Source: an optimization exercise on an open RTL-to-GDS flow (aim: small area). Production flows keep margins and buffers that such runs may drop.
In this exercise RTL edits were held to simulation tests only and were not proved equivalent to the original.

==> inputs of v3 <==
==> flow/design.v <==
module rf_hold (
    input  logic en,
    input  logic en_n,
    input  logic w,
    input  logic q,
    output logic d
);
    assign d = (en & w) | (en_n & q);
endmodule
module rf_aoi222 (
    input  logic [2:0] a,
    input  logic [2:0] b,
    output logic       y
);
    assign y = ~|(a & b);
endmodule
module rf_rd_bit (
    input  logic [30:0] sel,
    input  logic [30:0] q,
    output logic        y
);
    logic [10:0] n;
    for (genvar k = 0; k < 10; k++) begin : g_aoi
        rf_aoi222 u_aoi (.a(sel[3*k+2:3*k]), .b(q[3*k+2:3*k]), .y(n[k]));
    end
    assign n[10] = ~(sel[30] & q[30]);
    assign y = ~&n;
endmodule
module wb_stage_regfile (
    input  logic                CLK,
    input  logic                rst_n,
    input  logic [31:0]         PC_O,
    input  logic                Reg_Wr_En_O,
    input  logic [4:0]          mem_wb_rd,
    input  logic [31:0]         result_O,
    input  logic [1:0]          Src_to_Reg_O,
    input  logic [31:0]         DMEM_O,
    input  logic                wb_valid,
    input  logic [4:0]          rs1_addr,
    input  logic [4:0]          rs2_addr,
    output logic [31:0]         rs1_data,
    output logic [31:0]         rs2_data,
    output logic [31:0]         wb_data,
    output logic [4:0]          wb_rd,
    output logic                wb_we,
    output logic [63:0]         instret
);
    logic [31:0] regs [1:31];
    logic [31:0] regs_d [1:31];
    logic [31:1] vld;
    logic [31:0] sel_data;
    logic        eff_we;
    logic [63:0] instret_q;
    logic [31:1] row_we, row_we_n, sel1, sel2;
    always_comb begin
        case (Src_to_Reg_O)
            2'b00:   sel_data = result_O;
            2'b01:   sel_data = DMEM_O;
            2'b10:   sel_data = PC_O + 32'd4;
            default: sel_data = '0;
        endcase
    end
    assign eff_we  = rst_n & Reg_Wr_En_O & wb_valid & (mem_wb_rd != 5'd0);
    assign wb_data = sel_data;
    assign wb_we   = eff_we;
    assign wb_rd   = mem_wb_rd;
    assign instret = instret_q;
    always_comb
        for (int i = 1; i < 32; i++) begin
            row_we[i]   = eff_we && mem_wb_rd == i[4:0];
            row_we_n[i] = ~row_we[i];
            sel1[i]     = vld[i] && rs1_addr == i[4:0];
            sel2[i]     = vld[i] && rs2_addr == i[4:0];
        end
    for (genvar i = 1; i < 32; i++) begin : g_row
        for (genvar b = 0; b < 32; b++) begin : g_bit
            rf_hold u_hold (.en(row_we[i]), .en_n(row_we_n[i]), .w(sel_data[b]), .q(regs[i][b]), .d(regs_d[i][b]));
        end
    end
    always_ff @(posedge CLK) begin
        for (int i = 1; i < 32; i++) regs[i] <= regs_d[i];
    end
    always_ff @(posedge CLK or negedge rst_n) begin
        if (!rst_n) vld <= '0;
        else        vld <= vld | row_we;
    end
    always_ff @(posedge CLK or negedge rst_n) begin
        if (!rst_n)        instret_q <= '0;
        else if (wb_valid) instret_q <= instret_q + 64'd1;
    end
    for (genvar b = 0; b < 32; b++) begin : g_bit
        logic [30:0] col;
        for (genvar i = 1; i < 32; i++) begin : g_col
            assign col[i-1] = regs[i][b];
        end
        rf_rd_bit u_rd1 (.sel(sel1), .q(col), .y(rs1_data[b]));
        rf_rd_bit u_rd2 (.sel(sel2), .q(col), .y(rs2_data[b]));
    end
endmodule
==> flow/flow/run.sh <==
#!/bin/bash
# Own flow: the standard layout, with smaller port buffers and a clock tree
# built from mid-size buffers without dummy loads. make's output goes to
# standard.log; ORFS keeps each step's log under orfs/logs.
bash standard.sh finish \
  BUFFER_PORTS_ARGS="-buffer_cell sky130_fd_sc_hd__buf_1" \
  CTS_ARGS="-sink_clustering_enable -repair_clock_nets -dont_use_dummy_load -buf_list sky130_fd_sc_hd__clkbuf_4 -sink_clustering_size 10 -sink_clustering_max_diameter 40" \
  > standard.log 2>&1
==> flow/standard.sh <==
#!/bin/bash
# synth_recipe.tcl (not shown) runs the flow's synth.tcl, then flattens the netlist and writes it again
# the make line also repeats each setting of config.mk as NAME=value (left out here)
make -C /OpenROAD-flow-scripts/flow DESIGN_CONFIG=/design/flow/config.mk WORK_HOME=/design/flow/orfs CLKGATE_MAP_FILE= SYNTH_SCRIPT=/design/flow/synth_recipe.tcl "${@:-finish}"
==> flow/config.mk <==
export PLATFORM = sky130hd
export DESIGN_NAME = wb_stage_regfile
export DESIGN_NICKNAME = wb_stage_regfile
export VERILOG_FILES = /design/flow/design.v
export SDC_FILE = /design/flow/constraint.sdc
export NUM_CORES = 4
export LEC_CHECK = 0
export CAP_MARGIN = 20
export CORE_MARGIN = 2
export CORE_UTILIZATION = 30
export PLACE_DENSITY = 0.5
export SETUP_SLACK_MARGIN = 0.3
export SLEW_MARGIN = 20
export SYNTH_HIERARCHICAL = 1
==> flow/constraint.sdc <==
create_clock -name core_clock -period 6.0 [get_ports {CLK}]
set_input_delay 1.2000 -clock core_clock [delete_from_list [all_inputs] [get_ports {CLK}]]
set_output_delay 1.2000 -clock core_clock [all_outputs]
set_load 0.01 [all_outputs]
==> v37: changes against v3 <==
--- a/flow/design.v
+++ b/flow/design.v
@@ -1,10 +1,10 @@
 module rf_hold (
-    input  logic en,
-    input  logic en_n,
-    input  logic w,
-    input  logic q,
-    output logic d
+    input  logic        en,
+    input  logic        en_n,
+    input  logic [31:0] w,
+    input  logic [31:0] q,
+    output logic [31:0] d
 );
-    assign d = (en & w) | (en_n & q);
+    assign d = ({32{en}} & w) | ({32{en_n}} & q);
 endmodule
 module rf_aoi222 (
@@ -74,7 +74,5 @@
         end
     for (genvar i = 1; i < 32; i++) begin : g_row
-        for (genvar b = 0; b < 32; b++) begin : g_bit
-            rf_hold u_hold (.en(row_we[i]), .en_n(row_we_n[i]), .w(sel_data[b]), .q(regs[i][b]), .d(regs_d[i][b]));
-        end
+        rf_hold u_hold (.en(row_we[i]), .en_n(row_we_n[i]), .w(sel_data), .q(regs[i]), .d(regs_d[i]));
     end
     always_ff @(posedge CLK) begin
==> flow/run.sh (new file) <==
#!/bin/bash
# synth_recipe.tcl (not shown) runs the flow's synth.tcl, then flattens the netlist and writes it again
# the make line also repeats each setting of config.mk as NAME=value (left out here)
make -C /OpenROAD-flow-scripts/flow DESIGN_CONFIG=/design/flow/config.mk WORK_HOME=/design/flow/orfs CLKGATE_MAP_FILE= SYNTH_SCRIPT=/design/flow/synth_recipe.tcl finish
removed: flow/flow/run.sh
removed: flow/standard.sh
==> run_results.csv <==
group,metric,value,unit
outcome,status,"timing/DRC/antenna clean",
power_and_ir_drop,power_density,306,mW/mm^2
logic_synthesis,synth_top_area_share,44.2,%
route,vias,42000,
clock_tree,holdBufCountCts,0,
(the above is from v37)
==> run_results.csv <==
group,metric,value,unit
route,vias,42400,
power_and_ir_drop,p_clk,3.94,mW
outcome,status,"timing/DRC/antenna clean",
power_and_ir_drop,power_density,271,mW/mm^2
logic_synthesis,synth_top_area_share,46.3,%
global_routing,grtUsageMet2,43.6,%
layout,largest_cell_class,"flip-flops and latches",
(the above is from v3)

what the ideal ports hide:
The results above use ideal ports. As a check the final layouts listed here were re-extracted and re-timed, cells and wires unchanged. Step 1 assumes that a clkbuf_16 drives the clock port and a buf_2 every other input. Step 2, shift: input delay + t, output delay - t, t = (earliest + latest rising clock arrival at the registers) / 2. This alone moves slack from input paths to output paths. a / b / c = ideal ports / drivers / drivers and shift; a / b = the first two.
| run | t (ns) | slack for setup (ns) | hold slack, ns | latest minus earliest clock arrival (ns) | pins driven straight from the clock port |
|---|---|---|---|---|---|
| v3 | 1.262 | 0.314 / 0.122 / 0.122 | 0.476 / 0.476 / 0.476 | 0.113 / 0.113 | 1 |
| v37 | 0.799 | 0.262 / 0.207 / 0.207 | 0.474 / 0.433 / 0.474 | 0.039 / 0.039 | 1 |
After both steps setup and hold are still met in every run listed. For v3, which loses most, drivers alone change the setup slack by -0.192 ns; drivers and shift together by -0.192 ns.
